From an optimization exercise on the open Yosys and OpenROAD flow, aimed at small area; shortcuts taken in it are not production practice. Function was checked by simulation only, so behaviour that the tests miss may differ from the original. Power and IR drop assume default switching activity.

**design.v**
```verilog
package rms_pkg;
    localparam int CNT_W  = 17;
    localparam int SUM_W  = 32;
    localparam int SQ_W   = 47;
endpackage
module running_mean_stddev #(
    parameter int MAX_COUNT   = 65536,
    parameter int FRAC_BITS   = 16
) (
    input  logic        aclk,
    input  logic        aresetn,
    input  logic        s_axis_tvalid,
    output logic        s_axis_tready,
    input  logic [15:0] s_axis_tdata,    
    input  logic        s_axis_tlast,
    output logic        m_axis_tvalid,
    input  logic        m_axis_tready,
    output logic [87:0] m_axis_tdata,    
    input  logic        psel,
    input  logic        penable,
    input  logic        pwrite,
    input  logic [1:0]  paddr,
    input  logic [31:0] pwdata,
    output logic [31:0] prdata,
    output logic        pready
);
    logic [16:0]        cnt;
    logic [31:0]        sum;
    logic [46:0]        sq;
    logic               ovf;
    logic               mode;
    logic               busy, valid;
    logic               accept, go, take;
    logic signed [15:0] xg;
    logic [2:0]         pc, pc_n;          
    logic [16:0]        cnt_n;
    logic [31:0]        sum_n;
    logic [46:0]        sq_n;
    logic               ovf_n;
    assign pready = 1'b1;
    assign prdata = {31'd0, mode};
    assign s_axis_tready = ~(s_axis_tlast & (busy | valid));
    assign accept = s_axis_tvalid & s_axis_tready;
    assign go     = accept & s_axis_tlast;
    assign take   = accept & ~cnt[16];
    assign xg     = take ? s_axis_tdata : 16'd0;
    rms_add #(.W(17)) u_cnt (.a(cnt), .b(17'd0), .ci(take), .s(cnt_n), .co());
    logic        sum_c16, sum_up, sum_dn;
    logic [15:0] sum_p1, sum_p0;
    rms_add #(.W(16)) u_sum (.a(sum[15:0]), .b(xg), .ci(1'b0), .s(sum_n[15:0]), .co(sum_c16));
    assign sum_up = sum_c16 & ~xg[15];
    assign sum_dn = ~sum_c16 & xg[15];
    assign sum_p1[0] = 1'b1;
    assign sum_p0[0] = 1'b1;
    for (genvar k = 1; k < 16; k++) begin : g_sum_hi
        assign sum_p1[k] = sum_p1[k-1] & sum[15+k];
        assign sum_p0[k] = sum_p0[k-1] & ~sum[15+k];
    end
    assign sum_n[31:16] = sum[31:16] ^ (({16{sum_up}} & sum_p1) | ({16{sum_dn}} & sum_p0));
    rms_sqacc u_sqacc (
        .a(xg), .sq(sq), .pc(pc), .sq_n(sq_n), .pc_n(pc_n)
    );
    assign ovf_n  = ovf | (accept & cnt[16]);
    always_ff @(posedge aclk) begin
        if (!aresetn || go) begin
            cnt <= '0;
            sum <= '0;
            sq  <= '0;
            pc  <= '0;
            ovf <= 1'b0;
        end else begin
            cnt <= cnt_n;
            sum <= sum_n;
            sq  <= sq_n;
            pc  <= pc_n;
            ovf <= ovf_n;
        end
    end
    always_ff @(posedge aclk) begin
        if (!aresetn) mode <= 1'b0;
        else if (psel && penable && pwrite && paddr == 2'd0) mode <= pwdata[0];
    end
    logic [7:0]  t, t_n;
    logic [16:0] N;
    logic        OVF, NEG;
    logic [15:0] RM;         
    logic [31:0] MB;         
    logic [63:0] X;          
    logic [33:0] R;
    logic [33:0] DR;         
    logic        brw, seen, mreg;
    logic [2:0]  PC;
    logic        qc;
    rms_add #(.W(8)) u_t (.a(t), .b(8'd0), .ci(1'b1), .s(t_n), .co());
    logic ph0, pY, pQ, pM, pD, pDiv, pSq, sqB, fin, tlastdiv;
    assign ph0  = busy & (t[7:6] == 2'b00);
    assign pY   = ph0 & ~t[5];
    assign pD   = ph0 & t[5] & (t[4:0] >= 5'd15);
    assign pQ   = ph0 & ~pD;
    assign pM   = busy & (t[7:5] == 3'b010);
    assign pDiv = busy & (t[7:6] == 2'b01);
    assign pSq  = busy & (t[7:6] == 2'b10);
    assign sqB  = t[0];
    assign tlastdiv = (t[5:0] == 6'd63);
    assign fin  = busy & (t == 8'd191);
    logic [31:0] mp_in;
    logic        m_eff;
    logic [16:0] nm_in;
    assign mp_in = sum_n ^ {32{sum_n[31]}};
    assign m_eff = mode & (cnt != 17'd0);
    assign nm_in = m_eff ? (cnt[16] ? 17'h0FFFF : cnt) : cnt_n;
    logic [31:0] mp;
    logic        s_nx, seen_nx, m_nx;
    assign mp      = {RM, MB[31:16]};
    assign s_nx    = mp[t_n[4:0]] ^ NEG;
    assign seen_nx = seen | mreg;
    assign m_nx    = s_nx ^ (NEG & seen_nx);
    logic inj, qb;
    assign inj  = (t == 8'd11 && PC[0]) || (t == 8'd22 && PC[1]) || (t == 8'd32 && PC[2]);
    assign qb   = X[0] ^ inj ^ qc;
    logic        bm, cmp;
    logic [33:0] bb, sa, rn;
    logic        ca, ge;
    logic [31:0] ya;
    assign bm  = mreg & pY;
    assign bb  = ph0 ? {2'b00, (bm ? mp : 32'd0)} : ~DR;
    rms_adds #(.W(34), .L(19)) u_sa (.a(R), .b(bb), .ci(ph0 ? (bm & NEG) : 1'b1),
                                     .s(sa), .co(ca));
    assign ya  = sa[31:0];
    assign ge  = ca;
    assign cmp = ge && !(pSq && !sqB);
    assign rn  = cmp ? sa : R;
    logic [15:0] xa_a;
    logic        xa_m;
    logic [16:0] r2m, ab_a, ab_b, xa;
    logic        gem;
    assign xa_a = pQ ? X[62:47] : DR[32:17];
    assign xa_m = pQ ? qb : DR[0];
    assign r2m  = {RM, MB[31]};
    assign ab_a = ph0 ? {1'b0, xa_a} : r2m;
    assign ab_b = ph0 ? (xa_m ? N : 17'd0) : ~N;
    rms_add #(.W(17)) u_xa (.a(ab_a), .b(ab_b), .ci(~ph0), .s(xa), .co(gem));
    logic xbit, ybit, abit, brw_n;
    assign xbit  = pQ ? xa[0] : X[47];
    assign ybit  = ya[0];
    assign abit  = xbit ^ ybit ^ brw;
    assign brw_n = (~xbit & (ybit | brw)) | (ybit & brw);
    always_ff @(posedge aclk) begin
        if (!aresetn) begin
            busy  <= 1'b0;
            valid <= 1'b0;
        end else begin
            if (go) busy <= 1'b1;
            else if (fin) busy <= 1'b0;
            if (fin) valid <= 1'b1;
            else if (m_axis_tready) valid <= 1'b0;
        end
    end
    always_ff @(posedge aclk) begin
        if (go) t <= '0;
        else t <= t_n;
    end
    always_ff @(posedge aclk) begin
        if (go) begin
            N   <= cnt_n;
            OVF <= ovf_n;
            NEG <= sum_n[31];
            PC  <= pc_n;
        end
    end
    always_ff @(posedge aclk) begin
        if (go) begin
            RM <= mp_in[31:16];
            MB <= {mp_in[15:0], (sum_n[31] & ~cnt[16]) ? ~cnt[15:0] : 16'd0};
        end else if (pM) begin
            RM <= gem ? xa[15:0] : r2m[15:0];
            MB <= {MB[30:0], gem ^ NEG};
        end
    end
    always_ff @(posedge aclk) begin
        if (go) begin
            seen <= 1'b0;
            mreg <= sum_n[0];
            brw  <= 1'b0;
            qc   <= 1'b0;
        end else if (ph0) begin
            qc <= (X[0] & inj) | (qc & (X[0] ^ inj));
            if (pY) begin
                seen <= seen_nx;
                mreg <= m_nx;
            end
            brw <= brw_n;
        end
    end
    always_ff @(posedge aclk) begin
        if (go) X <= {17'd0, sq_n};
        else if (pQ) X <= {1'b0, xa[16:1], pY & abit, X[46:1]};
        else if (pD) X <= {X[0], X[63:48], pY & abit, X[46:1]};
        else X <= {X[62:15], ge, X[13:0], X[63]};
    end
    always_ff @(posedge aclk) begin
        if (go) R <= '0;
        else if (ph0) R <= {1'b0, abit & ~pY, sa[32:2], (t[5:0] == 6'd63) ? X[15] : sa[1]};
        else if (pDiv && tlastdiv) R <= '0;
        else R <= {rn[32:0], X[13]};
    end
    always_ff @(posedge aclk) begin
        if (go) DR <= {17'd0, nm_in};
        else if (pD) DR <= {1'b0, xa, DR[16:1]};
        else if (pDiv && tlastdiv) DR <= 34'd1;
        else if (pSq && sqB) DR[33:2] <= {DR[32:2], ge};
    end
    assign m_axis_tvalid = valid;
    assign m_axis_tdata  = {5'd0,
                            OVF ? 2'd2 : (N[16:1] == 16'd0 ? 2'd1 : 2'd0),
                            N, DR[33:2], MB};
endmodule
module rms_add #(
    parameter int W = 8
) (
    input  logic [W-1:0] a,
    input  logic [W-1:0] b,
    input  logic         ci,
    output logic [W-1:0] s,
    output logic         co
);
    logic [W:0] c;
    assign c[0] = ci;
    for (genvar i = 0; i < W; i++) begin : g_bit
        assign s[i]   = a[i] ^ b[i] ^ c[i];
        assign c[i+1] = (a[i] & b[i]) | (c[i] & (a[i] ^ b[i]));
    end
    assign co = c[W];
endmodule
module rms_adds #(
    parameter int W = 32,
    parameter int L = 16
) (
    input  logic [W-1:0] a,
    input  logic [W-1:0] b,
    input  logic         ci,
    output logic [W-1:0] s,
    output logic         co
);
    logic         c_lo, co0;
    logic [W-L-1:0] u0;
    rms_add #(.W(L)) u_lo (.a(a[L-1:0]), .b(b[L-1:0]), .ci(ci), .s(s[L-1:0]), .co(c_lo));
    rms_add #(.W(W-L)) u_hi (.a(a[W-1:L]), .b(b[W-1:L]), .ci(1'b0), .s(u0), .co(co0));
    assign s[W-1:L] = u0 + {{(W-L-1){1'b0}}, c_lo};
    assign co = co0 | (c_lo & (&u0));
endmodule
module rms_sqacc (
    input  logic [15:0]   a,
    input  logic [46:0]   sq,
    input  logic [2:0]    pc,
    output logic [46:0]   sq_n,
    output logic [2:0]    pc_n
);
    wire l1 = (a[0]);
    wire l2 = (a[1]);
    wire l3 = (a[2]);
    wire l4 = (a[3]);
    wire l5 = (a[4]);
    wire l6 = (a[5]);
    wire l7 = (a[6]);
    wire l8 = (a[7]);
    wire l9 = (a[8]);
    wire l10 = (a[9]);
    wire l11 = (a[10]);
    wire l12 = (a[11]);
    wire l13 = (a[12]);
    wire l14 = (a[13]);
    wire l15 = (a[14]);
    wire l16 = (a[15]);
    wire l17 = (a[0] & a[1]);
    wire l18 = (a[0] & a[2]);
    wire l19 = (a[0] & a[3]);
    wire l20 = (a[0] & a[4]);
    wire l21 = (a[0] & a[5]);
    wire l22 = (a[0] & a[6]);
    wire l23 = (a[0] & a[7]);
    wire l24 = (a[0] & a[8]);
    wire l25 = (a[0] & a[9]);
    wire l26 = (a[0] & a[10]);
    wire l27 = (a[0] & a[11]);
    wire l28 = (a[0] & a[12]);
    wire l29 = (a[0] & a[13]);
    wire l30 = (a[0] & a[14]);
    wire l31 = (a[1] & a[2]);
    wire l32 = (a[1] & a[3]);
    wire l33 = (a[1] & a[4]);
    wire l34 = (a[1] & a[5]);
    wire l35 = (a[1] & a[6]);
    wire l36 = (a[1] & a[7]);
    wire l37 = (a[1] & a[8]);
    wire l38 = (a[1] & a[9]);
    wire l39 = (a[1] & a[10]);
    wire l40 = (a[1] & a[11]);
    wire l41 = (a[1] & a[12]);
    wire l42 = (a[1] & a[13]);
    wire l43 = (a[1] & a[14]);
    wire l44 = (a[2] & a[3]);
    wire l45 = (a[2] & a[4]);
    wire l46 = (a[2] & a[5]);
    wire l47 = (a[2] & a[6]);
    wire l48 = (a[2] & a[7]);
    wire l49 = (a[2] & a[8]);
    wire l50 = (a[2] & a[9]);
    wire l51 = (a[2] & a[10]);
    wire l52 = (a[2] & a[11]);
    wire l53 = (a[2] & a[12]);
    wire l54 = (a[2] & a[13]);
    wire l55 = (a[2] & a[14]);
    wire l56 = (a[3] & a[4]);
    wire l57 = (a[3] & a[5]);
    wire l58 = (a[3] & a[6]);
    wire l59 = (a[3] & a[7]);
    wire l60 = (a[3] & a[8]);
    wire l61 = (a[3] & a[9]);
    wire l62 = (a[3] & a[10]);
    wire l63 = (a[3] & a[11]);
    wire l64 = (a[3] & a[12]);
    wire l65 = (a[3] & a[13]);
    wire l66 = (a[3] & a[14]);
    wire l67 = (a[4] & a[5]);
    wire l68 = (a[4] & a[6]);
    wire l69 = (a[4] & a[7]);
    wire l70 = (a[4] & a[8]);
    wire l71 = (a[4] & a[9]);
    wire l72 = (a[4] & a[10]);
    wire l73 = (a[4] & a[11]);
    wire l74 = (a[4] & a[12]);
    wire l75 = (a[4] & a[13]);
    wire l76 = (a[4] & a[14]);
    wire l77 = (a[5] & a[6]);
    wire l78 = (a[5] & a[7]);
    wire l79 = (a[5] & a[8]);
    wire l80 = (a[5] & a[9]);
    wire l81 = (a[5] & a[10]);
    wire l82 = (a[5] & a[11]);
    wire l83 = (a[5] & a[12]);
    wire l84 = (a[5] & a[13]);
    wire l85 = (a[5] & a[14]);
    wire l86 = (a[6] & a[7]);
    wire l87 = (a[6] & a[8]);
    wire l88 = (a[6] & a[9]);
    wire l89 = (a[6] & a[10]);
    wire l90 = (a[6] & a[11]);
    wire l91 = (a[6] & a[12]);
    wire l92 = (a[6] & a[13]);
    wire l93 = (a[6] & a[14]);
    wire l94 = (a[7] & a[8]);
    wire l95 = (a[7] & a[9]);
    wire l96 = (a[7] & a[10]);
    wire l97 = (a[7] & a[11]);
    wire l98 = (a[7] & a[12]);
    wire l99 = (a[7] & a[13]);
    wire l100 = (a[7] & a[14]);
    wire l101 = (a[8] & a[9]);
    wire l102 = (a[8] & a[10]);
    wire l103 = (a[8] & a[11]);
    wire l104 = (a[8] & a[12]);
    wire l105 = (a[8] & a[13]);
    wire l106 = (a[8] & a[14]);
    wire l107 = (a[9] & a[10]);
    wire l108 = (a[9] & a[11]);
    wire l109 = (a[9] & a[12]);
    wire l110 = (a[9] & a[13]);
    wire l111 = (a[9] & a[14]);
    wire l112 = (a[10] & a[11]);
    wire l113 = (a[10] & a[12]);
    wire l114 = (a[10] & a[13]);
    wire l115 = (a[10] & a[14]);
    wire l116 = (a[11] & a[12]);
    wire l117 = (a[11] & a[13]);
    wire l118 = (a[11] & a[14]);
    wire l119 = (a[12] & a[13]);
    wire l120 = (a[12] & a[14]);
    wire l121 = (a[13] & a[14]);
    wire l122 = (~(a[15] & a[0]));
    wire l123 = (~(a[15] & a[1]));
    wire l124 = (~(a[15] & a[2]));
    wire l125 = (~(a[15] & a[3]));
    wire l126 = (~(a[15] & a[4]));
    wire l127 = (~(a[15] & a[5]));
    wire l128 = (~(a[15] & a[6]));
    wire l129 = (~(a[15] & a[7]));
    wire l130 = (~(a[15] & a[8]));
    wire l131 = (~(a[15] & a[9]));
    wire l132 = (~(a[15] & a[10]));
    wire l133 = (~(a[15] & a[11]));
    wire l134 = (~(a[15] & a[12]));
    wire l135 = (~(a[15] & a[13]));
    wire l136 = (~(a[15] & a[14]));
    wire s137 = sq[16] ^ l9 ^ l43;
    wire c138 = (sq[16] & l9) | (l43 & (sq[16] ^ l9));
    wire s139 = sq[10] ^ l6;
    wire c140 = sq[10] & l6;
    wire s141 = sq[11] ^ l26;
    wire c142 = sq[11] & l26;
    wire s143 = sq[12] ^ l7 ^ l27;
    wire c144 = (sq[12] & l7) | (l27 & (sq[12] ^ l7));
    wire s145 = l39 ^ l50;
    wire c146 = l39 & l50;
    wire s147 = sq[13] ^ l28 ^ l40;
    wire c148 = (sq[13] & l28) | (l40 & (sq[13] ^ l28));
    wire s149 = l51 ^ l61;
    wire c150 = l51 & l61;
    wire s151 = sq[14] ^ l8 ^ l29;
    wire c152 = (sq[14] & l8) | (l29 & (sq[14] ^ l8));
    wire s153 = l41 ^ l52 ^ l62;
    wire c154 = (l41 & l52) | (l62 & (l41 ^ l52));
    wire s155 = l71 ^ l79;
    wire c156 = l71 & l79;
    wire s157 = sq[15] ^ l30 ^ l42;
    wire c158 = (sq[15] & l30) | (l42 & (sq[15] ^ l30));
    wire s159 = l53 ^ l63 ^ l72;
    wire c160 = (l53 & l63) | (l72 & (l53 ^ l63));
    wire s161 = l80 ^ l87;
    wire c162 = l80 & l87;
    wire s163 = s137 ^ l54 ^ l64;
    wire c164 = (s137 & l54) | (l64 & (s137 ^ l54));
    wire s165 = l73 ^ l81 ^ l88;
    wire c166 = (l73 & l81) | (l88 & (l73 ^ l81));
    wire s167 = l94 ^ l122 ^ 1'b1;
    wire c168 = (l94 & l122) | (1'b1 & (l94 ^ l122));
    wire s169 = sq[17] ^ l55 ^ l65;
    wire c170 = (sq[17] & l55) | (l65 & (sq[17] ^ l55));
    wire s171 = l74 ^ l82 ^ l89;
    wire c172 = (l74 & l82) | (l89 & (l74 ^ l82));
    wire s173 = l95 ^ l123 ^ c138;
    wire c174 = (l95 & l123) | (c138 & (l95 ^ l123));
    wire s175 = sq[18] ^ l10 ^ l66;
    wire c176 = (sq[18] & l10) | (l66 & (sq[18] ^ l10));
    wire s177 = l75 ^ l83 ^ l90;
    wire c178 = (l75 & l83) | (l90 & (l75 ^ l83));
    wire s179 = l96 ^ l101 ^ l124;
    wire c180 = (l96 & l101) | (l124 & (l96 ^ l101));
    wire s181 = sq[19] ^ l76 ^ l84;
    wire c182 = (sq[19] & l76) | (l84 & (sq[19] ^ l76));
    wire s183 = l91 ^ l97 ^ l102;
    wire c184 = (l91 & l97) | (l102 & (l91 ^ l97));
    wire s185 = sq[20] ^ l11 ^ l85;
    wire c186 = (sq[20] & l11) | (l85 & (sq[20] ^ l11));
    wire s187 = l92 ^ l98 ^ l103;
    wire c188 = (l92 & l98) | (l103 & (l92 ^ l98));
    wire s189 = sq[21] ^ l93 ^ l99;
    wire c190 = (sq[21] & l93) | (l99 & (sq[21] ^ l93));
    wire s191 = sq[22] ^ l12 ^ l100;
    wire c192 = (sq[22] & l12) | (l100 & (sq[22] ^ l12));
    wire s193 = sq[6] ^ l4;
    wire c194 = sq[6] & l4;
    wire s195 = sq[7] ^ l22;
    wire c196 = sq[7] & l22;
    wire s197 = sq[8] ^ l5 ^ l23;
    wire c198 = (sq[8] & l5) | (l23 & (sq[8] ^ l5));
    wire s199 = l35 ^ l46;
    wire c200 = l35 & l46;
    wire s201 = sq[9] ^ l24 ^ l36;
    wire c202 = (sq[9] & l24) | (l36 & (sq[9] ^ l24));
    wire s203 = l47 ^ l57;
    wire c204 = l47 & l57;
    wire s205 = s139 ^ l25 ^ l37;
    wire c206 = (s139 & l25) | (l37 & (s139 ^ l25));
    wire s207 = l48 ^ l58 ^ l67;
    wire c208 = (l48 & l58) | (l67 & (l48 ^ l58));
    wire s209 = s141 ^ l38 ^ l49;
    wire c210 = (s141 & l38) | (l49 & (s141 ^ l38));
    wire s211 = l59 ^ l68 ^ c140;
    wire c212 = (l59 & l68) | (c140 & (l59 ^ l68));
    wire s213 = s143 ^ s145 ^ l60;
    wire c214 = (s143 & s145) | (l60 & (s143 ^ s145));
    wire s215 = l69 ^ l77 ^ c142;
    wire c216 = (l69 & l77) | (c142 & (l69 ^ l77));
    wire s217 = s147 ^ s149 ^ l70;
    wire c218 = (s147 & s149) | (l70 & (s147 ^ s149));
    wire s219 = l78 ^ c144 ^ c146;
    wire c220 = (l78 & c144) | (c146 & (l78 ^ c144));
    wire s221 = s151 ^ s153 ^ s155;
    wire c222 = (s151 & s153) | (s155 & (s151 ^ s153));
    wire s223 = l86 ^ c148 ^ c150;
    wire c224 = (l86 & c148) | (c150 & (l86 ^ c148));
    wire s225 = s157 ^ s159 ^ s161;
    wire c226 = (s157 & s159) | (s161 & (s157 ^ s159));
    wire s227 = c152 ^ c154 ^ c156;
    wire c228 = (c152 & c154) | (c156 & (c152 ^ c154));
    wire s229 = s163 ^ s165 ^ s167;
    wire c230 = (s163 & s165) | (s167 & (s163 ^ s165));
    wire s231 = c158 ^ c160 ^ c162;
    wire c232 = (c158 & c160) | (c162 & (c158 ^ c160));
    wire s233 = s169 ^ s171 ^ s173;
    wire c234 = (s169 & s171) | (s173 & (s169 ^ s171));
    wire s235 = c164 ^ c166 ^ c168;
    wire c236 = (c164 & c166) | (c168 & (c164 ^ c166));
    wire s237 = s175 ^ s177 ^ s179;
    wire c238 = (s175 & s177) | (s179 & (s175 ^ s177));
    wire s239 = c170 ^ c172 ^ c174;
    wire c240 = (c170 & c172) | (c174 & (c170 ^ c172));
    wire s241 = s181 ^ s183 ^ l125;
    wire c242 = (s181 & s183) | (l125 & (s181 ^ s183));
    wire s243 = c176 ^ c178 ^ c180;
    wire c244 = (c176 & c178) | (c180 & (c176 ^ c178));
    wire s245 = s185 ^ s187 ^ l107;
    wire c246 = (s185 & s187) | (l107 & (s185 ^ s187));
    wire s247 = l126 ^ c182 ^ c184;
    wire c248 = (l126 & c182) | (c184 & (l126 ^ c182));
    wire s249 = s189 ^ l104 ^ l108;
    wire c250 = (s189 & l104) | (l108 & (s189 ^ l104));
    wire s251 = l127 ^ c186 ^ c188;
    wire c252 = (l127 & c186) | (c188 & (l127 ^ c186));
    wire s253 = s191 ^ l105 ^ l109;
    wire c254 = (s191 & l105) | (l109 & (s191 ^ l105));
    wire s255 = l112 ^ l128 ^ c190;
    wire c256 = (l112 & l128) | (c190 & (l112 ^ l128));
    wire s257 = sq[23] ^ l106 ^ l110;
    wire c258 = (sq[23] & l106) | (l110 & (sq[23] ^ l106));
    wire s259 = l113 ^ l129 ^ c192;
    wire c260 = (l113 & l129) | (c192 & (l113 ^ l129));
    wire s261 = sq[24] ^ l13 ^ l111;
    wire c262 = (sq[24] & l13) | (l111 & (sq[24] ^ l13));
    wire s263 = l114 ^ l116 ^ l130;
    wire c264 = (l114 & l116) | (l130 & (l114 ^ l116));
    wire s265 = sq[25] ^ l115 ^ l117;
    wire c266 = (sq[25] & l115) | (l117 & (sq[25] ^ l115));
    wire s267 = sq[26] ^ l14 ^ l118;
    wire c268 = (sq[26] & l14) | (l118 & (sq[26] ^ l14));
    wire s269 = sq[4] ^ l3;
    wire c270 = sq[4] & l3;
    wire s271 = sq[5] ^ l20;
    wire c272 = sq[5] & l20;
    wire s273 = s193 ^ l21 ^ l33;
    wire c274 = (s193 & l21) | (l33 & (s193 ^ l21));
    wire s275 = s195 ^ l34 ^ l45;
    wire c276 = (s195 & l34) | (l45 & (s195 ^ l34));
    wire s277 = s197 ^ s199 ^ l56;
    wire c278 = (s197 & s199) | (l56 & (s197 ^ s199));
    wire s279 = s201 ^ s203 ^ c198;
    wire c280 = (s201 & s203) | (c198 & (s201 ^ s203));
    wire s281 = s205 ^ s207 ^ c202;
    wire c282 = (s205 & s207) | (c202 & (s205 ^ s207));
    wire s283 = s209 ^ s211 ^ c206;
    wire c284 = (s209 & s211) | (c206 & (s209 ^ s211));
    wire s285 = s213 ^ s215 ^ c210;
    wire c286 = (s213 & s215) | (c210 & (s213 ^ s215));
    wire s287 = s217 ^ s219 ^ c214;
    wire c288 = (s217 & s219) | (c214 & (s217 ^ s219));
    wire s289 = s221 ^ s223 ^ c218;
    wire c290 = (s221 & s223) | (c218 & (s221 ^ s223));
    wire s291 = s225 ^ s227 ^ c222;
    wire c292 = (s225 & s227) | (c222 & (s225 ^ s227));
    wire s293 = s229 ^ s231 ^ c226;
    wire c294 = (s229 & s231) | (c226 & (s229 ^ s231));
    wire s295 = s233 ^ s235 ^ c230;
    wire c296 = (s233 & s235) | (c230 & (s233 ^ s235));
    wire s297 = s237 ^ s239 ^ c234;
    wire c298 = (s237 & s239) | (c234 & (s237 ^ s239));
    wire s299 = s241 ^ s243 ^ c238;
    wire c300 = (s241 & s243) | (c238 & (s241 ^ s243));
    wire s301 = s245 ^ s247 ^ c242;
    wire c302 = (s245 & s247) | (c242 & (s245 ^ s247));
    wire s303 = s249 ^ s251 ^ c246;
    wire c304 = (s249 & s251) | (c246 & (s249 ^ s251));
    wire s305 = s253 ^ s255 ^ c250;
    wire c306 = (s253 & s255) | (c250 & (s253 ^ s255));
    wire s307 = s257 ^ s259 ^ c254;
    wire c308 = (s257 & s259) | (c254 & (s257 ^ s259));
    wire s309 = s261 ^ s263 ^ c258;
    wire c310 = (s261 & s263) | (c258 & (s261 ^ s263));
    wire s311 = s265 ^ l131 ^ c262;
    wire c312 = (s265 & l131) | (c262 & (s265 ^ l131));
    wire s313 = s267 ^ l119 ^ l132;
    wire c314 = (s267 & l119) | (l132 & (s267 ^ l119));
    wire s315 = sq[27] ^ l120 ^ l133;
    wire c316 = (sq[27] & l120) | (l133 & (sq[27] ^ l120));
    wire s317 = sq[28] ^ l15 ^ l121;
    wire c318 = (sq[28] & l15) | (l121 & (sq[28] ^ l15));
    wire s319 = sq[2] ^ l2;
    wire c320 = sq[2] & l2;
    wire s321 = sq[3] ^ l18;
    wire c322 = sq[3] & l18;
    wire s323 = s269 ^ l19 ^ l31;
    wire c324 = (s269 & l19) | (l31 & (s269 ^ l19));
    wire s325 = s271 ^ l32 ^ c270;
    wire c326 = (s271 & l32) | (c270 & (s271 ^ l32));
    wire s327 = s273 ^ l44 ^ c272;
    wire c328 = (s273 & l44) | (c272 & (s273 ^ l44));
    wire s329 = s275 ^ c194 ^ c274;
    wire c330 = (s275 & c194) | (c274 & (s275 ^ c194));
    wire s331 = s277 ^ c196 ^ c276;
    wire c332 = (s277 & c196) | (c276 & (s277 ^ c196));
    wire s333 = s279 ^ c200 ^ c278;
    wire c334 = (s279 & c200) | (c278 & (s279 ^ c200));
    wire s335 = s281 ^ c204 ^ c280;
    wire c336 = (s281 & c204) | (c280 & (s281 ^ c204));
    wire s337 = s283 ^ c208 ^ c282;
    wire c338 = (s283 & c208) | (c282 & (s283 ^ c208));
    wire s339 = s285 ^ c212 ^ c284;
    wire c340 = (s285 & c212) | (c284 & (s285 ^ c212));
    wire s341 = s287 ^ c216 ^ c286;
    wire c342 = (s287 & c216) | (c286 & (s287 ^ c216));
    wire s343 = s289 ^ c220 ^ c288;
    wire c344 = (s289 & c220) | (c288 & (s289 ^ c220));
    wire s345 = s291 ^ c224 ^ c290;
    wire c346 = (s291 & c224) | (c290 & (s291 ^ c224));
    wire s347 = s293 ^ c228 ^ c292;
    wire c348 = (s293 & c228) | (c292 & (s293 ^ c228));
    wire s349 = s295 ^ c232 ^ c294;
    wire c350 = (s295 & c232) | (c294 & (s295 ^ c232));
    wire s351 = s297 ^ c236 ^ c296;
    wire c352 = (s297 & c236) | (c296 & (s297 ^ c236));
    wire s353 = s299 ^ c240 ^ c298;
    wire c354 = (s299 & c240) | (c298 & (s299 ^ c240));
    wire s355 = s301 ^ c244 ^ c300;
    wire c356 = (s301 & c244) | (c300 & (s301 ^ c244));
    wire s357 = s303 ^ c248 ^ c302;
    wire c358 = (s303 & c248) | (c302 & (s303 ^ c248));
    wire s359 = s305 ^ c252 ^ c304;
    wire c360 = (s305 & c252) | (c304 & (s305 ^ c252));
    wire s361 = s307 ^ c256 ^ c306;
    wire c362 = (s307 & c256) | (c306 & (s307 ^ c256));
    wire s363 = s309 ^ c260 ^ c308;
    wire c364 = (s309 & c260) | (c308 & (s309 ^ c260));
    wire s365 = s311 ^ c264 ^ c310;
    wire c366 = (s311 & c264) | (c310 & (s311 ^ c264));
    wire s367 = s313 ^ c266 ^ c312;
    wire c368 = (s313 & c266) | (c312 & (s313 ^ c266));
    wire s369 = s315 ^ c268 ^ c314;
    wire c370 = (s315 & c268) | (c314 & (s315 ^ c268));
    wire s371 = s317 ^ l134 ^ c316;
    wire c372 = (s317 & l134) | (c316 & (s317 ^ l134));
    wire s373 = sq[29] ^ l135 ^ c318;
    wire c374 = (sq[29] & l135) | (c318 & (sq[29] ^ l135));
    wire s375 = sq[30] ^ l16 ^ l136;
    wire c376 = (sq[30] & l16) | (l136 & (sq[30] ^ l16));
    wire s377 = sq[31] ^ 1'b1;
    wire c378 = sq[31] & 1'b1;
    wire s379 = sq[32] ^ 1'b1;
    wire c380 = sq[32] & 1'b1;
    wire s381 = sq[33] ^ 1'b1;
    wire c382 = sq[33] & 1'b1;
    wire s383 = sq[34] ^ 1'b1;
    wire c384 = sq[34] & 1'b1;
    wire s385 = sq[35] ^ 1'b1;
    wire c386 = sq[35] & 1'b1;
    wire s387 = sq[36] ^ 1'b1;
    wire c388 = sq[36] & 1'b1;
    wire s389 = sq[37] ^ 1'b1;
    wire c390 = sq[37] & 1'b1;
    wire s391 = sq[38] ^ 1'b1;
    wire c392 = sq[38] & 1'b1;
    wire s393 = sq[39] ^ 1'b1;
    wire c394 = sq[39] & 1'b1;
    wire s395 = sq[40] ^ 1'b1;
    wire c396 = sq[40] & 1'b1;
    wire s397 = sq[41] ^ 1'b1;
    wire c398 = sq[41] & 1'b1;
    wire s399 = sq[42] ^ 1'b1;
    wire c400 = sq[42] & 1'b1;
    wire s401 = sq[43] ^ 1'b1;
    wire c402 = sq[43] & 1'b1;
    wire s403 = sq[44] ^ 1'b1;
    wire c404 = sq[44] & 1'b1;
    wire s405 = sq[45] ^ 1'b1;
    wire c406 = sq[45] & 1'b1;
    wire s407 = sq[46] ^ 1'b1;
    wire c408 = sq[46] & 1'b1;
    wire s409 = sq[0] ^ l1;
    wire c410 = sq[0] & l1;
    wire s411 = sq[1] ^ c410;
    wire c412 = sq[1] & c410;
    wire s413 = s319 ^ l17 ^ c412;
    wire c414 = (s319 & l17) | (c412 & (s319 ^ l17));
    wire s415 = s321 ^ c320 ^ c414;
    wire c416 = (s321 & c320) | (c414 & (s321 ^ c320));
    wire s417 = s323 ^ c322 ^ c416;
    wire c418 = (s323 & c322) | (c416 & (s323 ^ c322));
    wire s419 = s325 ^ c324 ^ c418;
    wire c420 = (s325 & c324) | (c418 & (s325 ^ c324));
    wire s421 = s327 ^ c326 ^ c420;
    wire c422 = (s327 & c326) | (c420 & (s327 ^ c326));
    wire s423 = s329 ^ c328 ^ c422;
    wire c424 = (s329 & c328) | (c422 & (s329 ^ c328));
    wire s425 = s331 ^ c330 ^ c424;
    wire c426 = (s331 & c330) | (c424 & (s331 ^ c330));
    wire s427 = s333 ^ c332 ^ c426;
    wire c428 = (s333 & c332) | (c426 & (s333 ^ c332));
    wire s429 = s335 ^ c334 ^ c428;
    wire c430 = (s335 & c334) | (c428 & (s335 ^ c334));
    wire s431 = s337 ^ c336 ^ pc[0];
    wire c432 = (s337 & c336) | (pc[0] & (s337 ^ c336));
    wire s433 = s339 ^ c338 ^ c432;
    wire c434 = (s339 & c338) | (c432 & (s339 ^ c338));
    wire s435 = s341 ^ c340 ^ c434;
    wire c436 = (s341 & c340) | (c434 & (s341 ^ c340));
    wire s437 = s343 ^ c342 ^ c436;
    wire c438 = (s343 & c342) | (c436 & (s343 ^ c342));
    wire s439 = s345 ^ c344 ^ c438;
    wire c440 = (s345 & c344) | (c438 & (s345 ^ c344));
    wire s441 = s347 ^ c346 ^ c440;
    wire c442 = (s347 & c346) | (c440 & (s347 ^ c346));
    wire s443 = s349 ^ c348 ^ c442;
    wire c444 = (s349 & c348) | (c442 & (s349 ^ c348));
    wire s445 = s351 ^ c350 ^ c444;
    wire c446 = (s351 & c350) | (c444 & (s351 ^ c350));
    wire s447 = s353 ^ c352 ^ c446;
    wire c448 = (s353 & c352) | (c446 & (s353 ^ c352));
    wire s449 = s355 ^ c354 ^ c448;
    wire c450 = (s355 & c354) | (c448 & (s355 ^ c354));
    wire s451 = s357 ^ c356 ^ c450;
    wire c452 = (s357 & c356) | (c450 & (s357 ^ c356));
    wire s453 = s359 ^ c358 ^ pc[1];
    wire c454 = (s359 & c358) | (pc[1] & (s359 ^ c358));
    wire s455 = s361 ^ c360 ^ c454;
    wire c456 = (s361 & c360) | (c454 & (s361 ^ c360));
    wire s457 = s363 ^ c362 ^ c456;
    wire c458 = (s363 & c362) | (c456 & (s363 ^ c362));
    wire s459 = s365 ^ c364 ^ c458;
    wire c460 = (s365 & c364) | (c458 & (s365 ^ c364));
    wire s461 = s367 ^ c366 ^ c460;
    wire c462 = (s367 & c366) | (c460 & (s367 ^ c366));
    wire s463 = s369 ^ c368 ^ c462;
    wire c464 = (s369 & c368) | (c462 & (s369 ^ c368));
    wire s465 = s371 ^ c370 ^ c464;
    wire c466 = (s371 & c370) | (c464 & (s371 ^ c370));
    wire s467 = s373 ^ c372 ^ c466;
    wire c468 = (s373 & c372) | (c466 & (s373 ^ c372));
    wire s469 = s375 ^ c374 ^ c468;
    wire c470 = (s375 & c374) | (c468 & (s375 ^ c374));
    wire s471 = s377 ^ c376 ^ c470;
    wire c472 = (s377 & c376) | (c470 & (s377 ^ c376));
    wire s473 = s379 ^ c378 ^ pc[2];
    wire c474 = (s379 & c378) | (pc[2] & (s379 ^ c378));
    wire s475 = s381 ^ c380 ^ c474;
    wire c476 = (s381 & c380) | (c474 & (s381 ^ c380));
    wire s477 = s383 ^ c382 ^ c476;
    wire c478 = (s383 & c382) | (c476 & (s383 ^ c382));
    wire s479 = s385 ^ c384 ^ c478;
    wire c480 = (s385 & c384) | (c478 & (s385 ^ c384));
    wire s481 = s387 ^ c386 ^ c480;
    wire c482 = (s387 & c386) | (c480 & (s387 ^ c386));
    wire s483 = s389 ^ c388 ^ c482;
    wire c484 = (s389 & c388) | (c482 & (s389 ^ c388));
    wire s485 = s391 ^ c390 ^ c484;
    wire c486 = (s391 & c390) | (c484 & (s391 ^ c390));
    wire s487 = s393 ^ c392 ^ c486;
    wire c488 = (s393 & c392) | (c486 & (s393 ^ c392));
    wire s489 = s395 ^ c394 ^ c488;
    wire c490 = (s395 & c394) | (c488 & (s395 ^ c394));
    wire s491 = s397 ^ c396 ^ c490;
    wire c492 = (s397 & c396) | (c490 & (s397 ^ c396));
    wire s493 = s399 ^ c398 ^ c492;
    wire c494 = (s399 & c398) | (c492 & (s399 ^ c398));
    wire s495 = s401 ^ c400 ^ c494;
    wire c496 = (s401 & c400) | (c494 & (s401 ^ c400));
    wire s497 = s403 ^ c402 ^ c496;
    wire c498 = (s403 & c402) | (c496 & (s403 ^ c402));
    wire s499 = s405 ^ c404 ^ c498;
    wire c500 = (s405 & c404) | (c498 & (s405 ^ c404));
    wire s501 = s407 ^ c406 ^ c500;
    wire c502 = (s407 & c406) | (c500 & (s407 ^ c406));
    assign sq_n[0] = s409;
    assign sq_n[1] = s411;
    assign sq_n[2] = s413;
    assign sq_n[3] = s415;
    assign sq_n[4] = s417;
    assign sq_n[5] = s419;
    assign sq_n[6] = s421;
    assign sq_n[7] = s423;
    assign sq_n[8] = s425;
    assign sq_n[9] = s427;
    assign sq_n[10] = s429;
    assign sq_n[11] = s431;
    assign sq_n[12] = s433;
    assign sq_n[13] = s435;
    assign sq_n[14] = s437;
    assign sq_n[15] = s439;
    assign sq_n[16] = s441;
    assign sq_n[17] = s443;
    assign sq_n[18] = s445;
    assign sq_n[19] = s447;
    assign sq_n[20] = s449;
    assign sq_n[21] = s451;
    assign sq_n[22] = s453;
    assign sq_n[23] = s455;
    assign sq_n[24] = s457;
    assign sq_n[25] = s459;
    assign sq_n[26] = s461;
    assign sq_n[27] = s463;
    assign sq_n[28] = s465;
    assign sq_n[29] = s467;
    assign sq_n[30] = s469;
    assign sq_n[31] = s471;
    assign sq_n[32] = s473;
    assign sq_n[33] = s475;
    assign sq_n[34] = s477;
    assign sq_n[35] = s479;
    assign sq_n[36] = s481;
    assign sq_n[37] = s483;
    assign sq_n[38] = s485;
    assign sq_n[39] = s487;
    assign sq_n[40] = s489;
    assign sq_n[41] = s491;
    assign sq_n[42] = s493;
    assign sq_n[43] = s495;
    assign sq_n[44] = s497;
    assign sq_n[45] = s499;
    assign sq_n[46] = s501;
    assign pc_n[0] = c430;
    assign pc_n[1] = c452;
    assign pc_n[2] = c472;
endmodule
```
**flow/run.sh**
```bash
#!/bin/bash
# The standard layout (standard.sh) with these changes:
#  - after the standard synthesis, flow/invopt.py removes inverters around the
#    full adders (a full adder is self-dual; registers and other cells stay);
#  - each port's buffer is the smallest buffer cell (every port still gets its
#    own buffer);
#  - the constant outputs share one tie cell per value (no tie fanout repair);
#  - clock tree synthesis inserts no dummy loads and uses clkbuf_8 with
#    clusters of at most 18 sinks.
# Logs here: synth_make.log, invopt.log, flow_make.log; each tool's full log
# is under orfs/logs/.
set -euo pipefail
RES="$PWD/orfs/results/$FLOW_PLATFORM/running_mean_stddev/base"
bash standard.sh "$RES/1_2_yosys.v" > synth_make.log 2>&1
cp "$RES/1_2_yosys.v" "$RES/1_2_yosys.std.v"
python3 flow/invopt.py "$RES/1_2_yosys.std.v" "$RES/1_2_yosys.opt.v" > invopt.log 2>&1
cp "$RES/1_2_yosys.opt.v" "$RES/1_2_yosys.v"
export SKIP_REPAIR_TIE_FANOUT=1
export BUFFER_PORTS_ARGS="-buffer_cell sky130_fd_sc_hd__buf_1"
export CTS_ARGS="-sink_clustering_enable -repair_clock_nets -dont_use_dummy_load -buf_list {sky130_fd_sc_hd__clkbuf_4 sky130_fd_sc_hd__clkbuf_8} -sink_clustering_size 14 -sink_clustering_max_diameter 50"
bash standard.sh finish > flow_make.log 2>&1
```
**flow/invopt.py**
```python
#!/usr/bin/env python3
"""Remove inverters around full adders in a Yosys-written gate netlist.

A full adder is self-dual: FA(~a, ~b, ~c) = (~sum, ~cout). The script strips
every inverter, chooses for each full adder whether it runs on true or on
complemented values so that as few nets as possible need a complement, then
puts back one inverter per net whose complement some pin needs. Registers and
every other cell stay as they are, so the netlist does the same as before.

usage: invopt.py IN.v OUT.v
"""
import random
import re
import sys
from collections import defaultdict

INV_RE = re.compile(r"sky130_fd_sc_hd__(inv|clkinv)_\d+$")
FA_RE = re.compile(r"sky130_fd_sc_hd__fa_\d+$")
OUT_PINS = {"X", "Y", "Q", "Q_N", "SUM", "COUT", "HI", "LO"}
FA_IN = ("A", "B", "CIN")
FA_OUT = ("SUM", "COUT")

src = open(sys.argv[1]).read()
m = re.search(r"\bmodule\s+(\S+)\s*\((.*?)\);", src, re.S)
body_start = m.end()
body_end = src.rindex("endmodule")
header = src[:body_start]
body = src[body_start:body_end]

cell_re = re.compile(r"^(\s*)(sky130_fd_sc_hd__\w+)\s+(\S+)\s*\((.*?)\);[ \t]*$", re.S | re.M)
pin_re = re.compile(r"\.(\w+)\(\s*(.*?)\s*\)\s*(?:,|$)", re.S)


def norm(n):
    return n.replace(" ", "")


cells = {}
order = []
other = []
pos = 0
for cm in cell_re.finditer(body):
    other.append(body[pos:cm.start()])
    pos = cm.end()
    typ, name, pins = cm.group(2), cm.group(3), cm.group(4)
    cells[name] = [typ, {p: norm(n) for p, n in pin_re.findall(pins)}]
    order.append(name)
    other.append(None)
other.append(body[pos:])

# nets read by assign statements or that are ports: keep their values exactly
fixed = set()
for piece in other:
    if piece is None:
        continue
    for am in re.finditer(r"assign\s+(.*?)\s*=\s*(.*?);", piece, re.S):
        for side in am.groups():
            for tok in re.findall(r"(\\\S+|[A-Za-z_][\w$]*(?:\s*\[\d+(?::\d+)?\])?)", side):
                fixed.add(norm(tok))
for p in re.findall(r"\b(?:input|output|inout)\b[^;]*?(\\\S+|\w+)\s*;", body):
    fixed.add(p)


def is_fixed(n):
    return n in fixed or re.sub(r"\[\d+\]$", "", n) in fixed


drv = {}
for name, (typ, pm) in cells.items():
    for p, n in pm.items():
        if p in OUT_PINS:
            drv[n] = (name, p)


def root(n):
    """(root net, parity) through any chain of inverters."""
    par = 0
    seen = set()
    while True:
        d = drv.get(n)
        if d is None or not INV_RE.match(cells[d[0]][0]) or d[0] in seen:
            return n, par
        seen.add(d[0])
        n = cells[d[0]][1]["A"]
        par ^= 1


inv_cells = [c for c, (t, _) in cells.items() if INV_RE.match(t)]
# every load pin of a non-inverter cell, and every fixed net, as (root, parity)
pins = []          # (cell or None, pin, root, parity)
for name, (typ, pm) in cells.items():
    if INV_RE.match(typ):
        continue
    for p, n in pm.items():
        if p in OUT_PINS or n.startswith("1'"):
            continue
        r, par = root(n)
        pins.append((name, p, r, par))
fixed_drv = []     # fixed nets driven by inverters: keep a driver for them
for c in inv_cells:
    y = cells[c][1]["Y"]
    if is_fixed(y):
        r, par = root(y)
        pins.append((None, y, r, par))

fas = [c for c, (t, _) in cells.items() if FA_RE.match(t)]
fa_idx = {c: i for i, c in enumerate(fas)}
src_fa = {}        # root net -> fa index driving it
for c in fas:
    for p in FA_OUT:
        src_fa[cells[c][1][p]] = fa_idx[c]

pol = [0] * len(fas)
need = defaultdict(int)      # root -> number of pins that need its complement
by_fa = defaultdict(list)    # fa index -> pin indices it affects


def req(i):
    c, p, r, par = pins[i]
    v = par
    if c is not None and c in fa_idx and p in FA_IN:
        v ^= pol[fa_idx[c]]
    if r in src_fa:
        v ^= pol[src_fa[r]]
    return v


for i, (c, p, r, par) in enumerate(pins):
    if c is not None and c in fa_idx and p in FA_IN:
        by_fa[fa_idx[c]].append(i)
    if r in src_fa:
        by_fa[src_fa[r]].append(i)
    need[r] += req(i)


def cost():
    return sum(1 for r, k in need.items() if k > 0)


def delta(f):
    """Change in cost if full adder f flips."""
    d = defaultdict(int)
    for i in by_fa[f]:
        c, p, r, par = pins[i]
        # a pin touched twice (FA output feeding the same FA) flips twice
        d[r] += 1 - 2 * req(i)
    dc = 0
    for r, k in d.items():
        # pins counted twice in by_fa contribute twice, which nets out below
        old = need[r]
        new = old + k
        dc += (new > 0) - (old > 0)
    return dc, d


def apply(f, d):
    for i in by_fa[f]:
        pass
    for r, k in d.items():
        need[r] += k
    pol[f] ^= 1


# pins that appear twice in by_fa[f] (an FA output looping into the same FA)
# would be counted twice by delta; those do not occur in adder trees, but guard
for f, lst in by_fa.items():
    if len(lst) != len(set(lst)):
        by_fa[f] = list(dict.fromkeys(lst))
        for i in set(lst):
            c, p, r, par = pins[i]
            if (c is not None and c in fa_idx and fa_idx[c] == f and p in FA_IN
                    and r in src_fa and src_fa[r] == f):
                by_fa[f].remove(i)     # its requirement does not change

start = cost()
best = start
best_pol = list(pol)
import math
rng = random.Random(1)
cur = start
T0, T1, SW = 2.0, 0.05, 400
for sweep in range(SW):
    temp = T0 * (T1 / T0) ** (sweep / (SW - 1))
    idx = list(range(len(fas)))
    rng.shuffle(idx)
    for f in idx:
        dc, d = delta(f)
        if dc <= 0 or rng.random() < math.exp(-dc / temp):
            apply(f, d)
            cur += dc
            if cur < best:
                best = cur
                best_pol = list(pol)
pol[:] = best_pol
need.clear()
for i in range(len(pins)):
    need[pins[i][2]] += req(i)
sys.stderr.write(f"invopt: {len(inv_cells)} inverters before, {cost()} after, {sum(pol)} of {len(fas)} adders flipped\n")

# ---- rebuild --------------------------------------------------------------------
for c in inv_cells:
    del cells[c]
uid = [0]


def fresh(tag):
    uid[0] += 1
    return f"_invopt_{tag}{uid[0]}_"


# flipped adders drive new nets carrying the complement of the old root nets
flipped_out = {}   # root -> new net driven by a flipped adder (carries ~root)
for f, c in enumerate(fas):
    if pol[f]:
        for p in FA_OUT:
            r = cells[c][1][p]
            nn = fresh("n")
            cells[c][1][p] = nn
            flipped_out[r] = nn
new_cells = []
t_made = set()
c_made = {}


def add_cell(typ, a, y):
    name = fresh("i")
    cells[name] = [typ, {"A": a, "X" if "buf" in typ else "Y": y}]
    new_cells.append(name)


def T(r):
    """A net carrying the root's own value."""
    if r in flipped_out and r not in t_made:
        add_cell("sky130_fd_sc_hd__inv_1", flipped_out[r], r)
        t_made.add(r)
    return r


def C(r):
    """A net carrying the root's complement."""
    if r in flipped_out:
        return flipped_out[r]
    if r not in c_made:
        nn = fresh("n")
        add_cell("sky130_fd_sc_hd__inv_1", r, nn)
        c_made[r] = nn
    return c_made[r]


for i, (c, p, r, par) in enumerate(pins):
    if c is None:
        # fixed net p must carry root ^ par
        if r in flipped_out:
            add_cell("sky130_fd_sc_hd__buf_1" if par else "sky130_fd_sc_hd__inv_1", flipped_out[r], p)
        else:
            add_cell("sky130_fd_sc_hd__inv_1" if par else "sky130_fd_sc_hd__buf_1", r, p)
        continue
    want = par
    if c in fa_idx and p in FA_IN:
        want ^= pol[fa_idx[c]]
    cells[c][1][p] = C(r) if want else T(r)
order.extend(new_cells)

new_wires = sorted({n for _, pm in cells.values() for n in pm.values() if n.startswith("_invopt")})
res = [header, "\n"] + [f"  wire {w};\n" for w in new_wires]
oi = 0
emitted = set()


def emit(name):
    typ, pm = cells[name]
    pstr = ",\n".join(f"    .{p}({n}{' ' if n.startswith(chr(92)) else ''})" for p, n in pm.items())
    return f"  {typ} {name} (\n{pstr}\n  );"


for piece in other:
    if piece is not None:
        res.append(piece)
    else:
        name = order[oi]
        oi += 1
        if name in cells:
            res.append(emit(name))
            emitted.add(name)
for name in order:
    if name in cells and name not in emitted:
        res.append(emit(name) + "\n")
res.append(src[body_end:])
open(sys.argv[2], "w").write("".join(res))
```
**standard.sh**
```bash
#!/bin/bash
# synth_recipe.tcl (not shown) runs the flow's synth.tcl, then flattens the netlist and writes it again
# the make line also repeats each setting of config.mk as NAME=value (left out here)
make -C /OpenROAD-flow-scripts/flow DESIGN_CONFIG=/design/flow/config.mk WORK_HOME=/design/flow/orfs CLKGATE_MAP_FILE= SYNTH_SCRIPT=/design/flow/synth_recipe.tcl "${@:-finish}"
```
**config.mk**
```make
export PLATFORM = sky130hd
export DESIGN_NAME = running_mean_stddev
export DESIGN_NICKNAME = running_mean_stddev
export VERILOG_FILES = /design/flow/design.v
export SDC_FILE = /design/flow/constraint.sdc
export NUM_CORES = 4
export LEC_CHECK = 0
export CAP_MARGIN = 20
export CORE_MARGIN = 2
export CORE_UTILIZATION = 40
export SLEW_MARGIN = 20
```
**constraint.sdc**
```tcl
create_clock -name core_clock -period 11.0 [get_ports {aclk}]
set_input_delay 2.2000 -clock core_clock [delete_from_list [all_inputs] [get_ports {aclk}]]
set_output_delay 2.2000 -clock core_clock [all_outputs]
set_load 0.01 [all_outputs]
```
==> results of run 1 <==
## registers in the layout, summed over array words and instances, names as in the netlist, 3 cells and up
signal	flops
sq	47
PC	3
t	8
sum	32
MB	32
R	34
RM	16
cnt	17
DR	34
X	64
N	17
pc	3
## how the worst max path moves through the flow
| stage | from | end | slack, ps | depth (start not counted) |
|---|---|---|---|---|
| detailed placement | s_axis_tlast | MB[26] | -390 | 31 |
| floorplan | s_axis_tlast | MB[26] | 2 | 30 |
| global route | s_axis_tlast | MB[1] | 7 | 31 |
| global placement | s_axis_tlast | MB[27] | -290 | 31 |
| CTS | s_axis_tlast | RM[11] | 230 | 29 |
| finish | s_axis_tlast | MB[30] | 280 | 31 |
## per-stage QoR
step	hold WS (ps)	util, %	cell area (um^2)
after floorplan	434	-	20600
final	443	43.0	21900
after global routing	461	43.0	21900
after global placement	444	41.8	21300
after detailed placement	448	41.8	21300
after CTS	450	42.9	21900
## critical path: cells and delay by family
| kind | cells | cell delay, ps |
|---|---|---|
| AND/OR/NAND/NOR | 5 | 1010 |
| adder cells (fa/ha/maj) | 17 | 6600 |
| XOR/XNOR | 2 | 370 |
| AO/OA/AOI/OAI | 3 | 350 |
| buffers and inverters | 4 | 510 |
## repair_timing
item	in CTS	in global routing
setup buffers	0	2
gates resized for setup	0	4
endpoints found under the setup margin	0	25
## area by class of cell
type	instances	share of cell area, %
Clock buffer	40	2.51
Multi-Input combinational cell	1466	54.0
Tap cell	680	3.88
Antenna cell	1	0.0114
Sequential cell	317	32.9
Inverter	128	2.21
Timing Repair Buffer	177	4.45
## power breakdown
| part | internal, mW | switching (mW) | total [mW] |
|---|---|---|---|
| combinational | 1.14 | 1.35 | 2.49 |
| sequential | 1.51 | 0.213 | 1.72 |
| clock | 0.322 | 0.427 | 0.749 |
## routing by layer
metal	share of wire [%]	wire (um)	vias up
met2	47	26800	528
met5	0.019	11	-
met4	2.9	1640	2
met3	6.9	3960	104
li1	-	-	7093
met1	43	24700	7813
==> run notes, run 1 <==
Global routing
The first-pass GRT wire length is around 91,000 um. The maximum number of pins on one net before global-route repair is 95. The met2 routing resource usage after global routing is about a third. The number of global-route vias before repair is roughly 16,000. The residual overflow from global routing is 0. The met3 track demand over resource in global routing is about 3.7%. The layer with the highest usage is met2. Global routing used 29.8% of the available met1 tracks.

The number of antenna violations at the first check in global routing came to 1. Across every metal layer, demand over resource in global routing totals approximately 22%.

Timing
The post-route minimum period is roughly 11,000 ps. Setup repair after global routing left no endpoint under its margin. The setup slack after layout is between 200 and 300 ps. The final number of hold-violating endpoints is 0. The worst clock skew on the final layout is 113 ps. The worst path uses between 90% and 100% of the clock period. For the final routed database, the setup TNS stands at 0 ps.

The upper clock frequency limit is roughly 0.093 GHz. Setup violations remaining at the end of the flow were counted as 0. The slew at the pin closest to its max-slew limit is between 1000 and 1500 ps. The worst slew margin relative to its limit is 28.0%.

The number of pins exceeding their max-slew limit in the final report is 0.

Power
The power per unit of standard cell area is between 200 and 250 nW/um^2. The maximum resistive drop on vdd is between 0.2 and 0.25 mV. Summing internal, switching and leakage power gives just under 5 mW.

Summed over all cells, the static leakage comes to between 9 and 10 nW.

Setup path
The startpoint class of the critical path is an input port. The most used cell along the critical path is sky130_fd_sc_hd__fa_1. The startpoint identified for the worst register-to-register timing path is t[6]. In this run the register-to-register setup slack is approximately 420 ps. The number of cells on the worst reg-to-reg path is 34.

Data on the critical path is required at its endpoint by around 11,000 ps. The endpoint of the lowest-slack register-to-register path is R[32]. The worst setup path is of the in2reg kind. The arrival time at the worst endpoint is 11,070 ps. The critical-path cell with the highest stage delay is sky130_fd_sc_hd__fa_1. The worst stage delay on the critical path is 470 ps.

The largest fanout on the critical path is 13. The worst setup path is captured at a flip-flop.

Placed design
The number of placed instances with taps included is roughly 2,800. Timing analysis after detailed placement gives a worst setup slack of -389 ps. The post-detailed-placement half-perimeter wirelength is about 41,000 um.

In this run the tool buffered the top-level ports with roughly 110 buffer cells. The placer congestion estimate is roughly 0.85.

Synth
The net count of the mapped netlist is between 2,000 and 2,500. In this run the cell area of the synthesized design comes to 20,500 um^2. A synthesized cell averages around 9.7 um^2. The synthesis warning total is 1. The number of standard cells after synthesis is about 2,100.

Worst hold path
The min-delay analysis places its worst path in the category reg2reg. In this run the most critical hold path is launched from X[7]. The end point of the most critical hold path is X[8]. The worst hold path passes through 2 cells.

Clock tree
The source-to-sink clock delay at the later pin of the worst-skew pair is between 600 and 700 ps. The CTS H-tree depth is 2. Buffers inserted during clock tree synthesis total 40. Clock tree synthesis selected as its root buffer the cell sky130_fd_sc_hd__clkbuf_8. The total clock sinks is between 300 and 400. The number of hold-repair buffers added at the cts stage is 0. The TritonCTS clock tree is built.

Clock-pin slew was measured on the worst setup and hold paths at approximately 70 ps. The maximum buffer depth of the clock tree is 3.

Route
In this run the remaining antenna-violating nets after routing total 0. Wires add up to 57,100 um. The number of DRC violations after detailed routing is 0. The initial DRC count is approximately 1,300. The average vias per placed instance is roughly 5.5.

The first detailed-routing pass ran for 5 iterations. The total number of vias is around 16,000. The routed length per placed instance is about 20 um.

Cells and area
Relative to the synthesized area, the layout overhead comes to 6.87%. The fraction of layout instances using a drive strength above 1 is under 10%. The register cell area after layout is slightly above 7000 um^2.

Leaving out fill and tap cells, the most frequent cells in the layout are 303 x sky130_fd_sc_hd__nand2_1, 229 x sky130_fd_sc_hd__dfxtp_1, 210 x sky130_fd_sc_hd__fa_1. The area of combinational cells with multiple inputs is about 12,000 um^2. The leading cell type in the layout, fill and taps excluded is sky130_fd_sc_hd__nand2_1. The filler cells instantiated in the layout total about 5,000. Leaving out filler cells and counting taps, the final layout contains approximately 2,800. For this run, the post-layout net count is ~2,500.

Floorplan
Measured along the y axis, the die boundary spans ~230 um. The core region is 51,000 um^2. The initial utilization of the core area, before any placement, comes to about two fifths. The I/O pin total is 181.

The floorplan step set the die width to 231 um. The overall die area is between 50,000 and 60,000 um^2. The standard-cell row count is 83.

Job
The max-capacitance violation count is 0.

Outcome
The run finished with no timing, DRC or antenna violations.
==> inputs of run 2 (changes only) <==
--- a/flow/run.sh
+++ b/flow/run.sh
@@ -3,3 +3,4 @@
 #  - after the standard synthesis, flow/invopt.py removes inverters around the
-#    full adders (a full adder is self-dual; registers and other cells stay);
+#    full adders (a full adder is self-dual) and merges gate+inverter pairs
+#    into complement gates; registers stay as they are;
 #  - each port's buffer is the smallest buffer cell (every port still gets its
@@ -19,3 +20,3 @@
 export BUFFER_PORTS_ARGS="-buffer_cell sky130_fd_sc_hd__buf_1"
-export CTS_ARGS="-sink_clustering_enable -repair_clock_nets -dont_use_dummy_load -buf_list {sky130_fd_sc_hd__clkbuf_4 sky130_fd_sc_hd__clkbuf_8} -sink_clustering_size 14 -sink_clustering_max_diameter 50"
+export CTS_ARGS="-sink_clustering_enable -repair_clock_nets -dont_use_dummy_load -buf_list sky130_fd_sc_hd__clkbuf_8 -sink_clustering_size 18 -sink_clustering_max_diameter 60"
 bash standard.sh finish > flow_make.log 2>&1
--- a/flow/invopt.py
+++ b/flow/invopt.py
@@ -6,4 +6,6 @@
 complemented values so that as few nets as possible need a complement, then
-puts back one inverter per net whose complement some pin needs. Registers and
-every other cell stay as they are, so the netlist does the same as before.
+puts back one inverter per net whose complement some pin needs. Then a gate
+whose only load is an inverter is replaced by its complement gate (nand2 and
+inverter become and2, and so on). Registers stay as they are, and the netlist
+does the same as before.
 
@@ -263,2 +265,50 @@
 
+# ---- peephole: a gate whose only load is an inverter becomes its complement ----
+COMP = {
+    "nand2_1": ("and2_1", "X"), "and2_1": ("nand2_1", "Y"), "and2_0": ("nand2_1", "Y"),
+    "nor2_1": ("or2_1", "X"), "or2_1": ("nor2_1", "Y"), "or2_0": ("nor2_1", "Y"),
+    "nand3_1": ("and3_1", "X"), "and3_1": ("nand3_1", "Y"),
+    "nor3_1": ("or3_1", "X"), "or3_1": ("nor3_1", "Y"),
+    "nand4_1": ("and4_1", "X"), "and4_1": ("nand4_1", "Y"),
+    "xor2_1": ("xnor2_1", "Y"), "xnor2_1": ("xor2_1", "X"),
+}
+PFX = "sky130_fd_sc_hd__"
+n_peep = 0
+changed = True
+while changed:
+    changed = False
+    drv2 = {}
+    lds = defaultdict(list)
+    for name, (typ, pm) in cells.items():
+        for p, n in pm.items():
+            if p in OUT_PINS:
+                drv2[n] = name
+            else:
+                lds[n].append(name)
+    for name in list(cells):
+        if name not in cells:
+            continue
+        typ, pm = cells[name]
+        if not INV_RE.match(typ):
+            continue
+        a = pm["A"]
+        d = drv2.get(a)
+        if d is None or d not in cells:
+            continue
+        dt, dpm = cells[d]
+        base = dt[len(PFX):]
+        if base not in COMP or is_fixed(a) or len(lds[a]) != 1:
+            continue
+        out_old = "Y" if "Y" in dpm else "X"
+        newt, out_new = COMP[base]
+        y = pm["Y"]
+        del dpm[out_old]
+        dpm[out_new] = y
+        cells[d][0] = PFX + newt
+        del cells[name]
+        n_peep += 1
+        changed = True
+        break
+sys.stderr.write(f"invopt: {n_peep} gate+inverter pairs merged\n")
+
 new_wires = sorted({n for _, pm in cells.values() for n in pm.values() if n.startswith("_invopt")})
--- a/config.mk
+++ b/config.mk
@@ -10,2 +10,3 @@
 export CORE_UTILIZATION = 40
+export GPL_TIMING_DRIVEN = 0
 export SLEW_MARGIN = 20
==> run 2 against run 1 <==
Compared with the run above: clock power fell by 6.8%; die area shrank 0.34%; sequential power hardly changed; total power increased by 0.99%; final cell count is 3.5% higher; count of clock-buffer cells in the layout is 6 lower; still clean; non-clock buffer count up 154; critical path type unchanged; sequential share of layout area is 0.82 points lower; clock skew is 23 ps lower; flip-flop and latch count stayed put; worst setup slack got worse by 13 ps; routed wire length increased by 11%.
==> run notes, run 2 <==
Power
The leakage power figure is 9.64 nW (+0.15%). The power per unit of standard cell area is 222 nW/um^2 (-1.6%). The maximum resistive drop on vdd is 0.243 mV (+18%).

Clock tree
The TritonCTS clock tree is built. The maximum buffer depth of the clock tree came to 3 (unchanged). The source-to-sink clock delay at the later pin of the worst-skew pair was 630 ps (about the same). The clock transition at the register clock pins on the worst setup and hold paths after CTS is 100 ps (+30 ps). The total clock sinks was 317 (unchanged). In this run the clock root is driven by a sky130_fd_sc_hd__clkbuf_8. The CTS H-tree depth is 2 (unchanged). The number of CTS-inserted buffers is 34 (-15%).

Timing
The number of failing setup endpoints in the final timing report was 0 (unchanged). The fraction of the cycle the final worst path needs is 97.6% (+0.11 points). The slew at the pin closest to its max-slew limit is 872 ps (-208 ps). The post-route minimum period is 10,730 ps (+12.6 ps).

The upper clock frequency limit is 0.0932 GHz (-0.12%). The final number of hold-violating endpoints is 0 (unchanged). The number of pins exceeding their max-slew limit in the final report is 0 (unchanged).

The total negative setup slack came to 0 ps (unchanged). The setup slack after layout is 269 ps (-12.6 ps). The worst clock skew on the final layout was 90.2 ps (-23.0 ps). Setup repair after global routing could not meet its margin everywhere. The worst slew margin relative to its limit is 41.9% (+14 points). The worst slack on hold paths is 427 ps (-16.7 ps).

Cells and area
The net count reported at finish is 2,558 (+4.4%). The final non-filler cell area is 22,500 um^2 (+2.7%). The number of flip-flops under the largest register name is 64 (unchanged).

In the final layout, the registers with the most flip-flops are X (64), sq (47). The area growth from synthesis to layout is 10.1%. The leading cell type in the layout, fill and taps excluded is sky130_fd_sc_hd__nand2_1.

The fraction of layout instances using a drive strength above 1 was 8.46% (+1.5 points). The register with the most flip-flops in the final layout is X. In the layout the commonest cells are 271 x sky130_fd_sc_hd__nand2_1, 226 x sky130_fd_sc_hd__dfxtp_1, 201 x sky130_fd_sc_hd__fa_1.

Global routing
The maximum number of pins on one net before global-route repair is 37 (-61%). The first-pass GRT wire length is 97,700 um (+7.8%). The residual overflow from global routing was 0 (unchanged). The number of global-route vias before repair is 16,100 (+1.6%). The total global-route track usage is 24.1% (+2.4 points). The number of antenna violations at the first check in global routing is 1 (unchanged).

Route
The initial DRC count came to 1,379 (+6.0%). The average vias per placed instance was 5.52 (-0.28%). The first-pass iteration count of the detailed router is 5 (unchanged). The total number of vias is 16,000 (+3.2%). The routed length per placed instance is 21.8 um (+7.3%).

The number of DRC violations after detailed routing is 0 (unchanged). The overall routed net length is 63,400 um (+11%). The number of nets still failing antenna checks after routing is 0 (unchanged).

Floorplan
The vertical die dimension is 230 um (-0.17%). The overall die area came to 53,000 um^2 (-0.34%). The core box area is 50,400 um^2 (-1.2%). The standard-cell row count is 82 (-1.2%). The floorplan die width is 230 um (-0.17%). The I/O pin total is 181 (unchanged).

The initial core utilization was 40.6% (+0.35 points).

Setup path
The most used cell along the critical path is sky130_fd_sc_hd__fa_2. The required time of the critical path was 11,330 ps (-20 ps). The arrival time at the worst endpoint is 11,060 ps (about the same). The largest fanout on the critical path was 10 (-3). The worst setup path is captured at a flip-flop. The worst stage delay on the critical path was 440 ps (-30 ps). The worst setup path is of the in2reg kind.

The critical-path cell with the highest stage delay is sky130_fd_sc_hd__fa_1. The worst setup path is launched from an input port.

Placed design
The post-placement worst setup slack is -1500 ps (-1110 ps). The post-detailed-placement half-perimeter wirelength is 49,800 um (+21%). The number of buffers added on ports is 111 (-0.89%).

The placer congestion estimate was 0.984 (+15%). The placed standard-cell area is 21,800 um^2 (+2.4%).

Job
The max-capacitance violation count came to 0 (unchanged).

Synth
The synthesis warning total is 1 (unchanged). The post-synthesis instance area is 20,500 um^2 (-0.35%). The number of standard cells after synthesis was 2,081 (-1.9%). The average instance area after synthesis is 9.84 um^2 (+1.6%). The net count of the mapped netlist was 2,402 (-1.7%).

Outcome
The run finished with no timing, DRC or antenna violations.

Worst hold path
In this run the worst hold path is classified as reg2reg.
==> run 2: cell count changes in the layout (fill, tap and decap cells not counted), moves of 7 or more <==
cell	change
sky130_fd_sc_hd__clkbuf_1	+106
sky130_fd_sc_hd__fa_1	-9
sky130_fd_sc_hd__and2_1	+34
sky130_fd_sc_hd__buf_1	+7
sky130_fd_sc_hd__buf_4	+19
sky130_fd_sc_hd__nand2_1	-32
sky130_fd_sc_hd__inv_1	-40
sky130_fd_sc_hd__buf_6	+8
sky130_fd_sc_hd__fa_2	+9
==> run 2: layout make-up <==
cell class	count	area (um^2)
clock buffers	34	468
inverters	87	327
fillers	4851	27800
repair buffers	122	543
flip-flops and latches	317	7230
well taps	672	841
diodes	1	2.50
multi-input cells	1466	11900
plain buffers	209	1190
==> run 2: per-layer routing <==
layer / global-route usage [%] / routed length [um] / share of wire, % / vias to the layer above
met4: 8.33 / 1980 / 3.1 / 0
met1: 34.6 / 28100 / 44 / 7935
met3: 4.03 / 4830 / 7.6 / 121
li1: - / - / - / 7307
met2: 36.9 / 28500 / 45 / 679
met5: 0 / 0 / 0 / -
==> run 2: worst max-delay path: cells and delay by family <==
family	cells	cell delay (ps)
adder cells (fa/ha/maj)	17	6240
XOR/XNOR	2	600
AND/OR/NAND/NOR	5	1040
AO/OA/AOI/OAI	3	410
buffers and inverters	4	580
==> run 2: final timing paths <==
kind | from | end | slack (ps) | depth (start not counted)
max | s_axis_tlast | RM[1] | 270 | 31
min | X[5] | X[6] | 430 | 2
max reg2reg | t[0] | RM[8] | 390 | 34
min reg2reg | X[5] | X[6] | 430 | 2
==> run 2: stage by stage <==
| step | util, % | std cells | power, mW |
|---|---|---|---|
| after floorplan | - | 2081 | 3.51 |
| after detailed placement | 43.3 | 2868 | 4.26 |
| final | 44.7 | 2908 | 5.00 |
| after global routing | 44.7 | 2908 | 5.40 |
| after global placement | 43.2 | 2864 | 4.20 |
| after CTS | 44.5 | 2906 | 5.00 |
==> run 2: what timing repair did <==
item                                    4_1_cts  5_1_grt
buffers inserted                              5        2
endpoints found under the setup margin       86       83
pin swaps                                     3        4
resized for setup                            40       34
hold buffers                                  0        0
==> run 2: report_power, final <==
| group | leakage (nW) | switching (mW) | internal (mW) |
|---|---|---|---|
| Clock | 0.244 | 0.421 | 0.277 |
| Sequential | 2.71 | 0.212 | 1.50 |
| Combinational | 6.68 | 1.43 | 1.16 |

## separate check: timing with driven ports
How much do the figures lean on ideal ports? The routed layouts below were timed once more, with nothing changed but the port constraints.
Step 1 sets driving cells, clkbuf_16 on the clock port and buf_2 on the other inputs (assumed; they add their load-dependent delay and slew).
Step 2, shift: input delay + t, output delay - t, t = (earliest + latest rising clock arrival at the registers) / 2. This alone moves slack from input paths to output paths.
Slacks: no drivers / after step 1 / after step 2; pairs: no drivers / after step 1.
run	t, ns	setup WS [ns]	latest minus earliest clock arrival (ns)	slew at the worst register clock pin (ns)	pins driven straight from the clock port
run 1	0.634	0.281 / 0.312 / -0.322	0.118 / 0.118	0.09 / 0.09	1
run 2	0.639	0.269 / 0.300 / -0.340	0.091 / 0.091	0.11 / 0.11	1
Met with ideal ports but missed after step 2: setup timing in run 1 and run 2. The setup slack of run 2, which loses most, moves by +0.031 ns with the drivers and by -0.609 ns with both steps.
